Context: an optimization exercise on an open-source flow, tuned for a short achievable clock period. The choices shown serve that exercise and are no tape-out recipe.
No run shown here included a check of the RTL's function; only the layout flow was run.
No activity file was given, so power comes from the tool's default toggle rates.

## flow/design.v (module list and top-level ports; edited modules follow where they fit)
// module g_inv: 1 lines
// module g_nand2: 1 lines
// module g_nor2: 1 lines
// module g_xor2: 1 lines
// module g_xnor2: 1 lines
// module g_aoi21: 1 lines
// module g_oai21: 1 lines
// module g_aoi22: 1 lines
// module g_aoi221: 1 lines
// module g_nand3: 1 lines
// module g_nand4: 1 lines
// module g_mux2i: 1 lines
// module g_nor3: 1 lines
// module g_ao22: 1 lines
// module g_ao221: 1 lines
// module g_ao21: 1 lines
// module g_o21a: 1 lines
// module add_ks10: 95 lines
// module add_ks11: 107 lines
// module res_mux: 48 lines
// module hc_gate: 11 lines
// module dec2: 10 lines
// module op7_sel: 22 lines
// module op7_pick: 69 lines
// module imm_sel: 20 lines
// module ip2_gate: 10 lines
// module imm_pick: 35 lines
// module alu_pre: 39 lines
// module and16: 1 lines
// module or16: 1 lines
// module xor16: 1 lines
// module shl16: 8 lines
// module shr16: 8 lines
// module inc: 11 lines
// module dec: 11 lines
// module hi_pre: 27 lines
// module cnt_pre: 14 lines
// module add_ks16: 163 lines
// module hc_sel: 12 lines
// module res_sel: 21 lines
// module stack_cpu: 222 lines
module stack_cpu
(
  input  logic        clk,
  input  logic        rst_n,
  output logic [15:0] imem_addr,
  input  logic [15:0] insn,
  output logic [15:0] dmem_addr,
  output logic [15:0] dmem_wdata,
  output logic        dmem_we,
  output logic        dmem_re,
  output logic        dmem_byte,
  input  logic [15:0] dmem_rdata
);
  // ...
==> flow/flow/run.sh <==
#!/bin/bash
set -euo pipefail
export SETUP_SLACK_MARGIN=7.5
export BUFFER_PORTS_ARGS="-buffer_cell sky130_fd_sc_hd__buf_6"
bash standard.sh > standard.log 2>&1
==> flow/standard.sh <==
#!/bin/bash
# synth_recipe.tcl (not shown) runs the flow's synth.tcl, then flattens the netlist and writes it again
# the make line also repeats each setting of config.mk as NAME=value (left out here)
make -C /OpenROAD-flow-scripts/flow DESIGN_CONFIG=/design/flow/config.mk WORK_HOME=/design/flow/orfs CLKGATE_MAP_FILE= SYNTH_SCRIPT=/design/flow/synth_recipe.tcl "${@:-finish}"
==> flow/config.mk <==
export PLATFORM = sky130hd
export DESIGN_NAME = stack_cpu
export DESIGN_NICKNAME = stack_cpu
export VERILOG_FILES = /design/flow/design.v
export SDC_FILE = /design/flow/constraint.sdc
export NUM_CORES = 4
export LEC_CHECK = 0
export ABC_CLOCK_PERIOD_IN_PS = 2000
export CAP_MARGIN = 20
export CORE_MARGIN = 2
export CORE_UTILIZATION = 40
export PLACE_DENSITY = 0.6
export SLEW_MARGIN = 20
export SYNTH_HIERARCHICAL = 1
export SYNTH_MINIMUM_KEEP_SIZE = 0
export TNS_END_PERCENT = 10
==> flow/constraint.sdc <==
create_clock -name core_clock -period 12.5 [get_ports {clk}]
set_input_delay 2.5000 -clock core_clock [delete_from_list [all_inputs] [get_ports {clk}]]
set_output_delay 2.5000 -clock core_clock [all_outputs]
set_load 0.01 [all_outputs]
==> results.toml, run 1 <==
[run_status]
status = "complete, no violations"

[floorplan]
die_area_mm2 = 0.1073
initial_utilization_pct = 40.40

[critical_path]
slowest_delay_ps = 310
crit_chain = "bufbuf_16 -> and2b_1 -> a22oi_2 -> nand2_1 -> a22o_1 -> a221oi_2 -> nand4_1 -> buf_4 -> buf_6"
critPathBufInv = 3
rrSetupSlack_ps = 7950
crit_cells = 9
start_kind = "primary input"
arrival_ps = 4480
crit_required_ps = 10000

[cells_and_area]
final_common_cell = "edfxtp_1"
largest_cell_class = "multi-input gates"
final-clk-cell-share_pct = 4.471
final_area_mm2 = 0.05110
final_cells = 5493
fill_cells = 9167
multi_input_area_mm2 = 0.02482

[hold_path]
hold-path-endpoint = "isr[1]"

[detailed_routing]
wl_per_cell_um = 28.53
met1_length_um = 64790
route.detailed.drc = 0
drt-total-wl_um = 156700

[power_and_ir_drop]
p_sw_share_pct = 37.53
comb_cell_power_mw = 2.70
power_frac_seq_pct = 34.7

[placed_design]
preCtsSetupSlack_ps = 4825
dp_hpwl_um = 95210
portBuffers = 84

[timing]
skew_ps = 57.35
min_period_ps = 6979
rsz0062_at_grt = "true"

[global_route]
grt-busiest-layer = "met2"
antenna_found_initial = 1

[synthesis]
syn_nets = 3869
==> inputs of run 2 (changes only) <==
--- a/flow/config.mk
+++ b/flow/config.mk
@@ -11,2 +11,3 @@
 export CORE_UTILIZATION = 40
+export GPL_ROUTABILITY_DRIVEN = 0
 export PLACE_DENSITY = 0.6
==> run 2 against run 1 <==
Against the previous run:
- synthesized area did not move
- clock skew is 16 ps lower
- worst setup slack improved by 13 ps
- first-iteration DRC count increased by 7.4%
- critical path depth unchanged
- non-clock buffer count decreased by 1
- via count is 0.67% higher
- synthesized cell count did not move
- cell count decreased by 0.20%
- global-route usage barely moved
- flip-flop and latch count unchanged
- largest cell class unchanged
==> results.toml, run 2 <==
[critical_path]
arrival_ps = 4470
r2r_cells = 16
r2r-start = "top1[11]"
cp-startpoint = "insn[2]"
crit_required_ps = 10000
critPathMaxFanout = 12
crit_type = "in -> out"
start_kind = "primary input"
endpoint_kind = "primary output"

[global_route]
first_global_vias = 32340
overflow = 0
grt_pass1_wl_um = 222900
antenna_found_initial = 0
grtUsageTotal_pct = 28.16
grt_max_degree = 74

[synthesis]
syn_area_per_cell_um2 = 11.07
syn_inst = 3782
syn_nets = 3869
netlist_area_mm2 = 0.04187
yosysWarningCount = 7

[cells_and_area]
nNetsFinal = 4141
area_growth_pct = 22.04
post_route_cells_drive_above_1_share_pct = 35.74
final_common_cell = "edfxtp_1"
num_antenna_cells = 0
fill_cells = 9100
layout_common_cells = "528 x edfxtp_1, 435 x nand2_1, 227 x nor2_1, 222 x xor2_1, 186 x buf_4"
final_area_mm2 = 0.05110

[floorplan]
initial_utilization_pct = 40.40
die_area_mm2 = 0.1073
io_pins = 85
die_height_um = 327.5
row_count = 118
die_w_um = 327.5
core-area_mm2 = 0.1036

[clock_tree]
cts_buffers = 66
root_buffer = "clkbuf_16"
clk_pin_slew_ps = 60
cts-htree-levels = 3
clk_path_buf_depth = 3
cts_tree = "built"
cts.sinks = 617
clk-insertion-delay-late_ps = 640

[placed_design]
portBuffers = 84
dp_hpwl_um = 93530
place_area_mm2 = 0.04481

[detailed_routing]
routed-via-count = 34170
vias_per_cell = 6.233
wl_per_cell_um = 28.35
drt-pass1-iter-count = 8
final_antenna_net_count = 0
drt-total-wl_um = 155400
drtIter0Drc = 4649
route.detailed.drc = 0

[hold_path]
min_path_type = "reg -> reg"
hold_depth = 2
worstHoldStart = "isr[12]"

[job]
drv_cap = 0

[timing]
max_slew.worst_pin.slew_ps = 1211
min_period_ps = 6965
maxSlewHeadroom_pct = 19.02
hold_viol_final = 0
finalSetupTns_ps = 0
hold_ws_ps = 508.0
skew_ps = 41.11
fin_crit_sh_pct = 55.72
rsz0062_at_grt = "true"
drv_slew = 0
setup_viol = 0
max_freq_mhz = 143.6

[run_status]
status = "complete, no violations"

[power_and_ir_drop]
power_leakage_nw = 18.92
ir_drop_mv = 0.09987
power_density_mw_per_mm2 = 140.5
run 2: timing repair:
item,CTS,global route
hold buffers,0,0
pin swaps,140,91
cloned,31,7
setup endpoints to repair,275,134
setup buffers,98,23
gates resized for setup,410,133
endpoints found under the hold margin,0,0
run 2: through the flow:
step	setup WS, ps	utilization (%)	total power, mW	std cells
2_1_floorplan	5863	-	4.178	3782
3_3_place_gp	4783	43.21	4.971	5205
3_5_place_dp	4788	43.23	4.986	5206
4_1_cts	5672	48.49	7.087	5451
5_1_grt	5545	49.30	7.440	5482
6_report	5535	49.30	7.181	5482
run 2: worst paths after layout:
kind,to,slack [ps]
hold reg to reg,isr[12],510
hold / removal,isr[12],510
setup reg to reg,top1[15],7980
setup / recovery,dmem_addr[3],5530
run 2: layout make-up:
| cell class | instances | area, µm² | area share (%) |
|---|---|---|---|
| repair buffers | 338 | 3983 | 7.793 |
| clock inverters | 35 | 421.7 | 0.8251 |
| inverters | 164 | 631.9 | 1.236 |
| flip-flops and latches | 617 | 17660 | 34.56 |
| multi-input cells | 2867 | 24970 | 48.86 |
| well taps | 1380 | 1727 | 3.379 |
| clock buffers | 81 | 1708 | 3.342 |
run 2: power breakdown:
part | switching, mW | internal (mW)
registers | 0.114 | 2.38
logic | 1.72 | 1.01
clock network | 0.848 | 1.11
total | 2.68 | 4.50
run 2: per-layer routing:
layer	GRT usage [%]	share of wire [%]	vias to the layer above
met4	14.72	6.1	0
met2	40.94	42	2078
met5	0	0	-
met1	38.63	41	16880
met3	7.139	11	514
li1	-	-	14700
run 2: critical path, stage by stage:
cell	delay (ps)
buf_16	150
nand2_1	130
o21ai_1	270
a21oi_2	70
buf_4	180
xnor2_1	150
a221oi_2	420
nand4_1	330
buf_6	230
==> module stack_cpu, before the edit <==
module stack_cpu
(
  input  logic        clk,
  input  logic        rst_n,
  output logic [15:0] imem_addr,
  input  logic [15:0] insn,
  output logic [15:0] dmem_addr,
  output logic [15:0] dmem_wdata,
  output logic        dmem_we,
  output logic        dmem_re,
  output logic        dmem_byte,
  input  logic [15:0] dmem_rdata
);
  logic [15:0] ip, fp, isr;
  logic [15:0] top0, top1;           
  logic [15:0] dmem_stk [16];        
  logic [4:0]  depth;                
  logic [15:0] cmem [16];            
  logic [4:0]  cptr;                 
  logic [15:0] ctop;                 
  logic [15:0] ip2;
  logic [3:0] op;
  logic [1:0] asel;
  logic is_lit, is_j, is_jc, is_b, is_w, is_6, is_alu, is_sys;
  assign op     = insn[15:12];
  assign asel   = insn[11:10];
  assign is_lit = insn[15];
  assign is_j   = op == 4'b0000;
  assign is_jc  = op == 4'b0001;
  assign is_b   = insn[15:13] == 3'b001 || op == 4'b0101;   
  assign is_w   = op == 4'b0100;                             
  assign is_6   = op == 4'b0110;                             
  assign is_alu = op == 4'b0111 && !insn[11];
  assign is_sys = op == 4'b0111 && insn[11];
  logic [15:0] tn_sum, tn_dif, tn_and, tn_or, tn_xor, tn_shl, tn_shr, t_addz, t_addnz;
  logic        t_zero, tn_eq, tn_lt;
  logic [5:0]  t_hp;
  alu_pre u_alu_pre (.t(top0), .n(top1), .tn_sum(tn_sum), .tn_dif(tn_dif), .tn_and(tn_and),
                     .tn_or(tn_or), .tn_xor(tn_xor), .tn_shl(tn_shl), .tn_shr(tn_shr),
                     .tn_eq(tn_eq), .tn_lt(tn_lt), .t_addz(t_addz), .t_addnz(t_addnz),
                     .t_zero(t_zero), .t_hp(t_hp));
  logic [9:0] xb, xw;
  logic       sgn;
  assign xb  = insn[9:0];               
  assign xw  = {insn[9], insn[9:1]};    
  assign sgn = insn[9];
  logic [5:0] fp_hm, fp_hp, ip_hm, ip_hp, c_hm, c_hp;
  logic [4:0] br_hm, br_hp;
  hi_pre u_hi_pre (.fp(fp), .ip(ip), .c(ctop), .fp_hm(fp_hm), .fp_hp(fp_hp), .ip_hm(ip_hm),
                   .ip_hp(ip_hp), .c_hm(c_hm), .c_hp(c_hp), .br_hm(br_hm), .br_hp(br_hp),
                   .ip2(ip2));
  logic [8:0][9:0] lo;
  logic [8:0]      con, co;
  logic [7:0][5:0] hc0, hc1;
  logic [4:0]      bhc0, bhc1;
  logic            blo10;
  logic [10:0]     br_lo;
  add_ks10 u_fp_b (.a(fp[9:0]),   .x(xb), .s(lo[0]), .con(con[0]), .co(co[0]));
  add_ks10 u_ip_b (.a(ip[9:0]),   .x(xb), .s(lo[1]), .con(con[1]), .co(co[1]));
  add_ks10 u_c_b  (.a(ctop[9:0]), .x(xb), .s(lo[2]), .con(con[2]), .co(co[2]));
  add_ks10 u_fp_w (.a(fp[9:0]),   .x(xw), .s(lo[3]), .con(con[3]), .co(co[3]));
  add_ks10 u_ip_w (.a(ip[9:0]),   .x(xw), .s(lo[4]), .con(con[4]), .co(co[4]));
  add_ks10 u_c_w  (.a(ctop[9:0]), .x(xw), .s(lo[5]), .con(con[5]), .co(co[5]));
  add_ks10 u_t_b  (.a(top0[9:0]), .x(xb), .s(lo[7]), .con(con[7]), .co(co[7]));
  add_ks11 u_br   (.a(ip[10:0]),  .x(insn[11:1]), .s(br_lo), .con(con[8]), .co(co[8]));
  add_ks10 u_fp_z (.a(fp[9:0]),   .x(xb), .s(lo[6]), .con(con[6]), .co(co[6]));   
  assign lo[8] = br_lo[9:0];
  assign blo10 = br_lo[10];
  hc_sel #(.W(6)) u_hc_fp (.s(sgn), .h(fp[15:10]),   .hm(fp_hm), .hp(fp_hp), .hc0(hc0[0]), .hc1(hc1[0]));
  hc_sel #(.W(6)) u_hc_ip (.s(sgn), .h(ip[15:10]),   .hm(ip_hm), .hp(ip_hp), .hc0(hc0[1]), .hc1(hc1[1]));
  hc_sel #(.W(6)) u_hc_c  (.s(sgn), .h(ctop[15:10]), .hm(c_hm),  .hp(c_hp),  .hc0(hc0[2]), .hc1(hc1[2]));
  assign hc1[3] = hc1[0];
  assign hc0[3] = hc0[0];
  assign hc1[4] = hc1[1];
  assign hc0[4] = hc0[1];
  assign hc1[5] = hc1[2];
  assign hc0[5] = hc0[2];
  assign hc1[6] = fp_hp;
  assign hc0[6] = fp[15:10];
  assign hc1[7] = t_hp;
  assign hc0[7] = top0[15:10];
  hc_sel #(.W(5)) u_hc_br (.s(insn[11]), .h(ip[15:11]), .hm(br_hm), .hp(br_hp), .hc0(bhc0), .hc1(bhc1));
  logic s_br, s_6i, s_6f, s_sisr, s_sc, s_sfp;
  logic [8:0] sel;
  res_sel u_rsel (.insn(insn), .t_zero(t_zero), .sel(sel));
  assign s_br = sel[8];
  assign s_6i   = is_6 && asel == 2'd0;
  assign s_6f   = is_6 && asel == 2'd1;
  assign s_sisr = is_sys && insn[4] && !insn[0];
  assign s_sc   = is_sys && !insn[4] && !insn[0] && insn[3:2] == 2'b00;
  assign s_sfp  = is_sys && insn[3:0] == 4'b0011;
  logic [3:0][15:0] v_op7;
  logic [15:0] v_imm, alu_res;
  logic [8:0]  rsel;
  logic [7:0][5:0] ha, hb;
  logic [4:0]  bha, bhb;
  op7_pick u_op7 (.insn(insn), .tn_sum(tn_sum), .tn_dif(tn_dif),
                  .tn_and(tn_and), .tn_or(tn_or), .tn_xor(tn_xor),
                  .tn_shl(tn_shl), .tn_shr(tn_shr), .tn_eq(tn_eq), .tn_lt(tn_lt),
                  .t(top0), .n(top1), .t_addz(t_addz),
                  .t_addnz(t_addnz), .isr(isr), .c(ctop), .fp(fp), .imm(v_imm),
                  .y(v_op7));
  imm_pick u_imm (.insn(insn), .t_zero(t_zero), .ip2(ip2), .y(v_imm));
  assign rsel = {sel[8:1], sel[0] || sel[6]};
  for (genvar j = 0; j < 8; j++)
  begin : g_hg
    hc_gate #(.W(6)) u_hg (.sel(sel[j]), .hc0(hc0[j]), .hc1(hc1[j]), .ha(ha[j]), .hb(hb[j]));
  end
  hc_gate #(.W(5)) u_hg_br (.sel(sel[8]), .hc0(bhc0), .hc1(bhc1), .ha(bha), .hb(bhb));
  res_mux u_res (.sel(rsel), .lo(lo), .co(co), .con(con), .ha(ha), .hb(hb), .bha(bha), .bhb(bhb),
                 .blo10(blo10), .op7(v_op7), .y(alu_res));
  logic push, pop, load_stk, wr1, rd, wr, byt, cpush, cpop;
  assign push     = is_lit || op == 4'b0010 || (is_w && !insn[0]) || op == 4'b0101 ||
                    (op == 4'b0111 && insn[7]);
  assign pop      = is_jc || op == 4'b0011 || (is_w && insn[0]) || (is_alu && insn[6]) ||
                    (is_sys && insn[2]) || (is_sys && insn[4] && insn[0]);
  assign load_stk = push || is_alu || (is_sys && insn[3] && !insn[1]);
  assign wr1      = op == 4'b0111 && insn[3] && !(insn[11] && insn[4]);
  assign rd       = op == 4'b0010 || (is_w && !insn[0]) || s_6i ||
                    (is_sys && insn[3:2] == 2'b10);
  assign wr       = op == 4'b0011 || (is_w && insn[0]) || (is_sys && insn[3:2] == 2'b11);
  assign byt      = insn[15:13] == 3'b001 || (op == 4'b0111 && insn[0]);
  assign cpush    = (is_j && insn[0]) || s_6i || s_sisr || s_sfp;
  assign cpop     = s_sc;
  assign imem_addr  = ip;
  assign dmem_addr  = alu_res;
  assign dmem_wdata = (op == 4'b0111 && !(insn[11] && insn[4])) ? top1 : top0;
  assign dmem_we    = rst_n && wr;
  assign dmem_re    = rst_n && rd;
  assign dmem_byte  = byt && (rd || wr);
  logic [15:0] rd_data, din, ip_nx, fp_nx, cdin;
  assign rd_data = byt ? {8'h00, dmem_rdata[7:0]} : dmem_rdata;
  assign din     = rd ? rd_data : alu_res;
  assign cdin    = s_sfp ? fp : ip2;
  always_comb
  begin
    if (s_br)
      ip_nx = alu_res;
    else if (s_6i)
      ip_nx = {6'd0, xb};
    else if (is_sys && insn[3:0] == 4'b0000)
      ip_nx = insn[4] ? isr : ctop;
    else
      ip_nx = ip2;
    if (s_6f)
      fp_nx = alu_res;
    else if (is_sys && insn[3:0] == 4'b0010)
      fp_nx = insn[4] ? isr : ctop;
    else
      fp_nx = fp;
  end
  always_ff @(posedge clk)
  begin
    if (!rst_n)
    begin
      ip  <= 16'd0;
      fp  <= 16'd0;
      isr <= 16'd0;
    end
    else
    begin
      ip <= ip_nx;
      fp <= fp_nx;
      if (insn == 16'h7811)
        isr <= top0;
    end
  end
  logic [3:0] sp;
  assign sp = depth[3:0] - 4'd2;
  always_ff @(posedge clk)
  begin
    if (push && !pop && depth >= 5'd2)
      dmem_stk[sp] <= top1;
    if (push && !pop)
      top1 <= top0;
    else if (pop && !push)
    begin
      top0 <= top1;
      top1 <= dmem_stk[sp - 4'd1];
    end
    if (load_stk)
    begin
      if (wr1)
        top1 <= din;
      else
        top0 <= din;
    end
  end
  logic [4:0] cptr_p, cptr_m, depth_p, depth_m;
  cnt_pre u_cnt (.cptr(cptr), .depth(depth), .cptr_p(cptr_p), .cptr_m(cptr_m),
                 .depth_p(depth_p), .depth_m(depth_m));
  always_ff @(posedge clk)
  begin
    if (!rst_n)
      depth <= 5'd0;
    else if (push && !pop)
      depth <= depth_p;
    else if (pop && !push)
      depth <= depth_m;
  end
  always_ff @(posedge clk)
  begin
    if (cpush)
      cmem[cptr[3:0]] <= cdin;
  end
  always_ff @(posedge clk)
  begin
    if (cpush && !cpop)
      ctop <= cdin;
    else if (cpop && !cpush)
      ctop <= cmem[cptr[3:0] - 4'd2];
  end
  always_ff @(posedge clk)
  begin
    if (!rst_n)
      cptr <= 5'd0;
    else if (cpush && !cpop)
      cptr <= cptr_p;
    else if (cpop && !cpush)
      cptr <= cptr_m;
  end
endmodule
==> inputs of run 3 (changes only) <==
--- a/flow/design.v
+++ b/flow/design.v
@@ -918,2 +918,4 @@
   hc_gate #(.W(5)) u_hg_br (.sel(sel[8]), .hc0(bhc0), .hc1(bhc1), .ha(bha), .hb(bhb));
+  res_mux u_res_port (.sel(rsel), .lo(lo), .co(co), .con(con), .ha(ha), .hb(hb), .bha(bha), .bhb(bhb),
+                 .blo10(blo10), .op7(v_op7), .y(dmem_addr));
   res_mux u_res (.sel(rsel), .lo(lo), .co(co), .con(con), .ha(ha), .hb(hb), .bha(bha), .bhb(bhb),
@@ -934,3 +936,2 @@
   assign imem_addr  = ip;
-  assign dmem_addr  = alu_res;
   assign dmem_wdata = (op == 4'b0111 && !(insn[11] && insn[4])) ? top1 : top0;
--- a/flow/config.mk
+++ b/flow/config.mk
@@ -11,3 +11,2 @@
 export CORE_UTILIZATION = 40
-export GPL_ROUTABILITY_DRIVEN = 0
 export PLACE_DENSITY = 0.6
==> run 3 against run 2 <==
Against the previous run:
- largest power group unchanged
- sequential power about the same
- cell count increased by 4.0%
- via count increased by 4.5%
- worst hold slack got worse by 5.2 ps
- die area increased by 3.8%
- clock power increased by 4%
- critical path type unchanged
- count of clock-buffer cells in the layout decreased by 4
- flip-flop and latch count unchanged
==> results.toml, run 3 <==
[floorplan]
die_w_um = 333.6
die_area_mm2 = 0.1113
row_count = 120
core-area_mm2 = 0.1074
die_height_um = 333.6
io_pins = 85
initial_utilization_pct = 40.49

[cells_and_area]
layout_common_cells = "528 x edfxtp_1, 448 x nand2_1, 261 x nor2_1, 225 x buf_4, 222 x xor2_1"
final_common_cell = "edfxtp_1"
final_cells = 5702
num_antenna_cells = 0
post_route_cells_drive_above_1_share_pct = 36.10
area_growth_pct = 21.65
nNetsFinal = 4332

[detailed_routing]
routed-via-count = 35700
vias_per_cell = 6.261
final_antenna_net_count = 0
drt-total-wl_um = 163700
drt-pass1-iter-count = 8
wl_per_cell_um = 28.72
route.detailed.drc = 0
drtIter0Drc = 4508

[power_and_ir_drop]
power_frac_comb_pct = 37.6
power_leakage_nw = 19.53
power_frac_seq_pct = 34.5
p_sw_share_pct = 37.31
p_clk_share_pct = 27.9
ir_drop_mv = 0.09151
p_int_mw = 4.557
p_switching_mw = 2.713
power_density_mw_per_mm2 = 137.5

[clock_tree]
clk_path_buf_depth = 3
clk-insertion-delay-late_ps = 650
cts_buffers = 67
cts_tree = "built"
cts.sinks = 617
clk_pin_slew_ps = 70
cts_hold_buf = 0
root_buffer = "clkbuf_16"
cts-htree-levels = 3

[critical_path]
cpLargestDelayFamily = "simple AND/OR/NAND/NOR gates"
critPathBufInv = 2
slowest_delay_ps = 500
endpoint_kind = "primary output"
critPathMaxFanout = 11
crit_slowest_cell = "nor3_4"
start_kind = "primary input"
crit_chain = "bufbuf_16 -> or3_1 -> nor3_4 -> a22o_1 -> a221oi_2 -> nand4_1 -> buf_6"
crit_type = "in -> out"
arrival_ps = 4570
crit_required_ps = 10000

[global_route]
overflow = 0
grt_max_degree = 59
first_global_vias = 33800
grtUsageTotal_pct = 28.53
antenna_found_initial = 6
grt_pass1_wl_um = 234800

[timing]
min_period_ps = 7066
setup_viol = 0
hold_viol_final = 0
max_freq_mhz = 141.5
finalSetupTns_ps = 0
maxSlewHeadroom_pct = 18.84
skew_ps = 44.96
drv_slew = 0
fin_crit_sh_pct = 56.53
max_slew.worst_pin.slew_ps = 1216
rsz0062_at_grt = "true"

[placed_design]
dp.cells = 5376
gp_congestion = 0.9468
portBuffers = 84
dp_hpwl_um = 99880

[synthesis]
syn_inst = 3928
syn_nets = 4015
syn_area_per_cell_um2 = 11.07
netlist_area_mm2 = 0.04346
yosysWarningCount = 7

[job]
drv_cap = 0

[run_status]
status = "complete, no violations"

[hold_path]
min_path_type = "reg -> reg"
[run 3: stage by stage]
stage	power (mW)	cell area [µm²]	hold slack (ps)	util, %	worst slack (ps)
after floorplan	4.226	43570	466.6	-	5305
after global placement	5.009	46330	478.8	43.16	4801
after detailed placement	5.024	46330	493.9	43.16	4804
after CTS	7.180	52180	502.1	48.60	5566
after global routing	7.526	52870	529.7	49.25	5442
final	7.269	52870	502.8	49.25	5434
[run 3: per-layer routing]
layer,wire length (µm),part of all wire [%],vias up,track usage (%)
li1,-,-,15520,-
met1,67760,41,17720,38.84
met2,70760,43,2004,42.74
met3,16350,10,446,6.611
met4,8805,5.4,10,13.75
met5,69,0.042,-,0
[run 3: area by class of cell]
cell class / count / area (µm²)
Fill cell: 9506 / 54480
Inverter: 170 / 650.6
Timing Repair Buffer: 377 / 4404
Sequential cell: 617 / 17660
Clock inverter: 46 / 471.7
Tap cell: 1403 / 1755
Multi-Input combinational cell: 3012 / 26170
Clock buffer: 77 / 1767
[run 3: final timing paths]
check,start,to,slack [ps],cells past startpoint
max reg2reg,top0[0],top1[6],7990,14
max,insn[2],dmem_addr[2],5430,7
min reg2reg,isr[12],isr[12],500,2
min,isr[12],isr[12],500,2
[run 3: timing repair]
item / 4_1_cts / 5_1_grt
gates resized for setup: 382 / 76
gates cloned: 41 / 6
buffers inserted: 121 / 35
pin swaps: 117 / 50
setup endpoints to repair: 257 / 411
[run 3: power groups by stage]
stage	Clock [mW]	Sequential, mW	Combinational, mW
floorplan	0	2.60	1.62
global placement	0	2.55	2.46
detailed placement	0	2.55	2.47
CTS	2.05	2.50	2.63
global route	2.12	2.51	2.89
finish	2.03	2.51	2.74
[run 3: tightest hold or removal path, cell delays in order, from the launching register on]
cell and delay (ps):
dfxtp_1 330, o21ai_0 70, a21oi_1 60
==> module res_mux, before the edit <==
module res_mux
(
  input  logic [8:0]       sel,     
  input  logic [8:0][9:0]  lo,
  input  logic [8:0]       co,      
  input  logic [8:0]       con,     
  input  logic [7:0][5:0]  ha,      
  input  logic [7:0][5:0]  hb,      
  input  logic [4:0]       bha,     
  input  logic [4:0]       bhb,
  input  logic             blo10,   
  input  logic [3:0][15:0] op7,     
  output logic [15:0]      y
);
  for (genvar k = 0; k < 10; k++)
  begin : g_lo
    logic n0, n1, n2, n3;
    g_aoi221 u_0 (.a1(sel[0]), .a2(lo[0][k]), .b1(sel[1]), .b2(lo[1][k]), .c(op7[0][k]), .y(n0));
    g_aoi221 u_1 (.a1(sel[2]), .a2(lo[2][k]), .b1(sel[3]), .b2(lo[3][k]), .c(op7[1][k]), .y(n1));
    g_aoi221 u_2 (.a1(sel[4]), .a2(lo[4][k]), .b1(sel[5]), .b2(lo[5][k]), .c(op7[2][k]), .y(n2));
    g_aoi221 u_3 (.a1(sel[7]), .a2(lo[7][k]), .b1(sel[8]), .b2(lo[8][k]), .c(op7[3][k]), .y(n3));
    g_nand4  u_y (.a(n0), .b(n1), .c(n2), .d(n3), .y(y[k]));
  end
  for (genvar k = 10; k < 16; k++)
  begin : g_hi
    logic [8:0] tn;
    logic p1, p2, p3, x1n, x2n, x3n;
    for (genvar j = 0; j < 8; j++)
    begin : g_t
      g_aoi22 u_t (.a1(co[j]), .a2(ha[j][k-10]), .b1(con[j]), .b2(hb[j][k-10]), .y(tn[j]));
    end
    if (k == 10)
    begin : g_b10
      g_nand2 u_t8 (.a(sel[8]), .b(blo10), .y(tn[8]));
    end
    else
    begin : g_bhi
      g_aoi22 u_t8 (.a1(co[8]), .a2(bha[k-11]), .b1(con[8]), .b2(bhb[k-11]), .y(tn[8]));
    end
    g_nand3 u_p1 (.a(tn[0]), .b(tn[1]), .c(tn[2]), .y(p1));
    g_nand3 u_p2 (.a(tn[3]), .b(tn[4]), .c(tn[5]), .y(p2));
    g_nand3 u_p3 (.a(tn[6]), .b(tn[7]), .c(tn[8]), .y(p3));
    g_nor3  u_x1 (.a(p1), .b(p2), .c(op7[0][k]), .y(x1n));
    g_nor3  u_x2 (.a(p3), .b(op7[1][k]), .c(op7[2][k]), .y(x2n));
    g_inv   u_x3 (.a(op7[3][k]), .y(x3n));
    g_nand3 u_y  (.a(x1n), .b(x2n), .c(x3n), .y(y[k]));
  end
endmodule
==> inputs of run 4 (changes only) <==
--- a/flow/design.v
+++ b/flow/design.v
@@ -63,2 +63,4 @@
 module g_o21a  (input logic a1, a2, b, output logic y);           assign y = (a1 | a2) & b;          endmodule
+module g_and4  (input logic a, b, c, d, output logic y);          assign y = a & b & c & d;          endmodule
+module g_nor4  (input logic a, b, c, d, output logic y);          assign y = ~(a | b | c | d);       endmodule
 `timescale 1ns/100ps
@@ -292,3 +294,3 @@
     logic [8:0] tn;
-    logic p1, p2, p3, x1n, x2n, x3n;
+    logic q1, q2, en;
     for (genvar j = 0; j < 8; j++)
@@ -305,9 +307,6 @@
     end
-    g_nand3 u_p1 (.a(tn[0]), .b(tn[1]), .c(tn[2]), .y(p1));
-    g_nand3 u_p2 (.a(tn[3]), .b(tn[4]), .c(tn[5]), .y(p2));
-    g_nand3 u_p3 (.a(tn[6]), .b(tn[7]), .c(tn[8]), .y(p3));
-    g_nor3  u_x1 (.a(p1), .b(p2), .c(op7[0][k]), .y(x1n));
-    g_nor3  u_x2 (.a(p3), .b(op7[1][k]), .c(op7[2][k]), .y(x2n));
-    g_inv   u_x3 (.a(op7[3][k]), .y(x3n));
-    g_nand3 u_y  (.a(x1n), .b(x2n), .c(x3n), .y(y[k]));
+    g_and4  u_q1 (.a(tn[0]), .b(tn[1]), .c(tn[2]), .d(tn[3]), .y(q1));
+    g_and4  u_q2 (.a(tn[4]), .b(tn[5]), .c(tn[6]), .d(tn[7]), .y(q2));
+    g_nor4  u_en (.a(op7[0][k]), .b(op7[1][k]), .c(op7[2][k]), .d(op7[3][k]), .y(en));
+    g_nand4 u_y  (.a(q1), .b(q2), .c(tn[8]), .d(en), .y(y[k]));
   end
@@ -918,4 +917,2 @@
   hc_gate #(.W(5)) u_hg_br (.sel(sel[8]), .hc0(bhc0), .hc1(bhc1), .ha(bha), .hb(bhb));
-  res_mux u_res_port (.sel(rsel), .lo(lo), .co(co), .con(con), .ha(ha), .hb(hb), .bha(bha), .bhb(bhb),
-                 .blo10(blo10), .op7(v_op7), .y(dmem_addr));
   res_mux u_res (.sel(rsel), .lo(lo), .co(co), .con(con), .ha(ha), .hb(hb), .bha(bha), .bhb(bhb),
@@ -936,2 +933,3 @@
   assign imem_addr  = ip;
+  assign dmem_addr  = alu_res;
   assign dmem_wdata = (op == 4'b0111 && !(insn[11] && insn[4])) ? top1 : top0;
==> run 4 against run 3 <==
Against the previous run:
- largest power group unchanged
- wire length fell by 6.1%
- register-to-register slack got worse by 310 ps
- count of clock-buffer cells in the layout rose by 2
- still clean on timing, DRC and antenna
- largest cell class unchanged
==> results.toml, run 4 <==
[power_and_ir_drop]
power_leakage_nw = 18.50
power_density_mw_per_mm2 = 142.1
ir_drop_mv = 0.09844

[critical_path]
crit_required_ps = 10000
start_kind = "primary input"
endpoint_kind = "primary output"
arrival_ps = 4500
crit_type = "in -> out"
critPathMaxFanout = 23

[clock_tree]
root_buffer = "clkbuf_16"
cts.sinks = 617
cts_buffers = 67
clk_pin_slew_ps = 60
clk-insertion-delay-late_ps = 650
cts-htree-levels = 3
clk_path_buf_depth = 3
cts_tree = "built"

[job]
drv_cap = 0

[global_route]
antenna_found_initial = 6
grtUsageTotal_pct = 27.39
first_global_vias = 31420
overflow = 0
grt_max_degree = 70
grt_pass1_wl_um = 216700

[detailed_routing]
drt-pass1-iter-count = 6
routed-via-count = 33680
route.detailed.drc = 0
wl_per_cell_um = 28.16
drt-total-wl_um = 153800
final_antenna_net_count = 0
drtIter0Drc = 4352
vias_per_cell = 6.168

[timing]
min_period_ps = 7001
rsz0062_at_grt = "true"
max_freq_mhz = 142.8
maxSlewHeadroom_pct = 23.84
fin_crit_sh_pct = 56.00
hold_viol_final = 0
drv_slew = 0
finalSetupTns_ps = 0
setup_viol = 0
skew_ps = 37.22
max_slew.worst_pin.slew_ps = 1137
fin_ws_ps = 5499

[floorplan]
row_count = 118
initial_utilization_pct = 40.36
core-area_mm2 = 0.1036
io_pins = 85
die_height_um = 327.4
die_w_um = 327.4
die_area_mm2 = 0.1072

[placed_design]
dp_hpwl_um = 94540
portBuffers = 84
dp.cells = 5184
gp_congestion = 0.9959
preCtsSetupSlack_ps = 4647

[cells_and_area]
layout_common_cells = "528 x edfxtp_1, 458 x nand2_1, 256 x nor2_1, 221 x xor2_1, 170 x buf_4"
area_growth_pct = 20.65
fill_cells = 9315
post_route_cells_drive_above_1_share_pct = 33.74
final_core_util_pct = 48.69
final_cells = 5460
nNetsFinal = 4110
final_common_cell = "edfxtp_1"

[synthesis]
syn_nets = 3851
netlist_area_mm2 = 0.04183
yosysWarningCount = 7
syn_inst = 3764
syn_area_per_cell_um2 = 11.11

[hold_path]
min_path_type = "reg -> reg"

[run_status]
status = "complete, no violations"
-- run 4: where the power goes --
part           switching (mW)  total [mW]  leakage (nW)  internal [mW]
Sequential              0.105        2.49          5.72           2.38
Clock                   0.869        1.99          1.06           1.12
Combinational            1.71        2.69          11.7          0.985
Total                    2.68        7.17          18.5           4.49
-- run 4: final cells by class --
type                       count  area, µm²  share of cell area, %
clock inverter                42      474.2                 0.9397
tap                         1380       1727                  3.422
clock buffer                  79       1743                  3.454
multi-input combinational   2858      24390                  48.33
sequential                   617      17670                  35.01
inverter                     158      609.3                  1.208
timing repair buffer         321       3840                  7.610
antenna                        5      12.51                0.02479
-- run 4: worst max-delay path, cell delays in order --
cell and delay (ps):
buf_16 190, nand2_1 160, o21ai_2 220, a21oi_2 70
o21ai_1 230, xor2_1 140, a221oi_2 450, nand4_1 310
buf_6 210
-- run 4: routing by layer --
layer  track usage [%]  vias to the layer above  share of wire (%)
met5                 0                        -              0.030
met1             37.69                    16680                 41
li1                  -                    14630                  -
met4             14.44                        8                5.7
met3             5.965                      438                 10
met2             40.38                     1921                 43
-- run 4: per-stage QoR --
| stage | power, mW | hold slack (ps) | area [µm²] |
|---|---|---|---|
| floorplan | 4.175 | 466.6 | 42020 |
| global placement | 4.973 | 488.8 | 44700 |
| detailed placement | 4.993 | 487.6 | 44720 |
| CTS | 7.092 | 495.4 | 49430 |
| global route | 7.433 | 544.6 | 50450 |
| finish | 7.171 | 500.1 | 50460 |
-- run 4: worst paths after layout --
path                            startpoint           end  slack [ps]  cells past startpoint
worst max-delay path               insn[2]  dmem_addr[7]        5500                      9
worst max register to register     top1[8]      top1[14]        7680                     15
worst min register to register     isr[11]       isr[11]         500                      2
worst min-delay path               isr[11]       isr[11]         500                      2
-- run 4: what timing repair did --
| item | CTS | global route |
|---|---|---|
| setup buffers | 81 | 28 |
| endpoints found under the setup margin | 167 | 192 |
| gates cloned | 33 | 8 |
| hold buffers | 0 | 0 |
| resized for setup | 260 | 159 |
| pin swaps | 77 | 69 |
| hold endpoints to repair | 0 | 0 |

-- afterwards: timing with drivers on the ports --
The results above use ideal ports. As a check the final layouts listed here were re-extracted and re-timed, cells and wires unchanged.
Step 1 assumes that a clkbuf_16 drives the clock port and a buf_2 every other input.
Step 2 also shifts input and output timing later by t, the mid clock arrival at the registers, as if the neighbouring blocks saw the same clock.
a / b / c = ideal ports / drivers / drivers and shift; a / b = the first two.
run	shift t [ns]	setup WS [ns]	worst hold slack (ns)
run 1	0.697	5.521 / 5.260 / 5.260	0.498 / 0.498 / 0.498
run 2	0.689	5.535 / 5.248 / 5.248	0.508 / 0.508 / 0.508
run 3	0.692	5.434 / 5.163 / 5.163	0.503 / 0.503 / 0.503
run 4	0.701	5.499 / 5.274 / 5.274	0.500 / 0.500 / 0.500
After both steps every run listed still meets setup and hold. For run 2, which loses most, drivers alone change the setup slack by -0.287 ns; drivers and shift together by -0.287 ns.
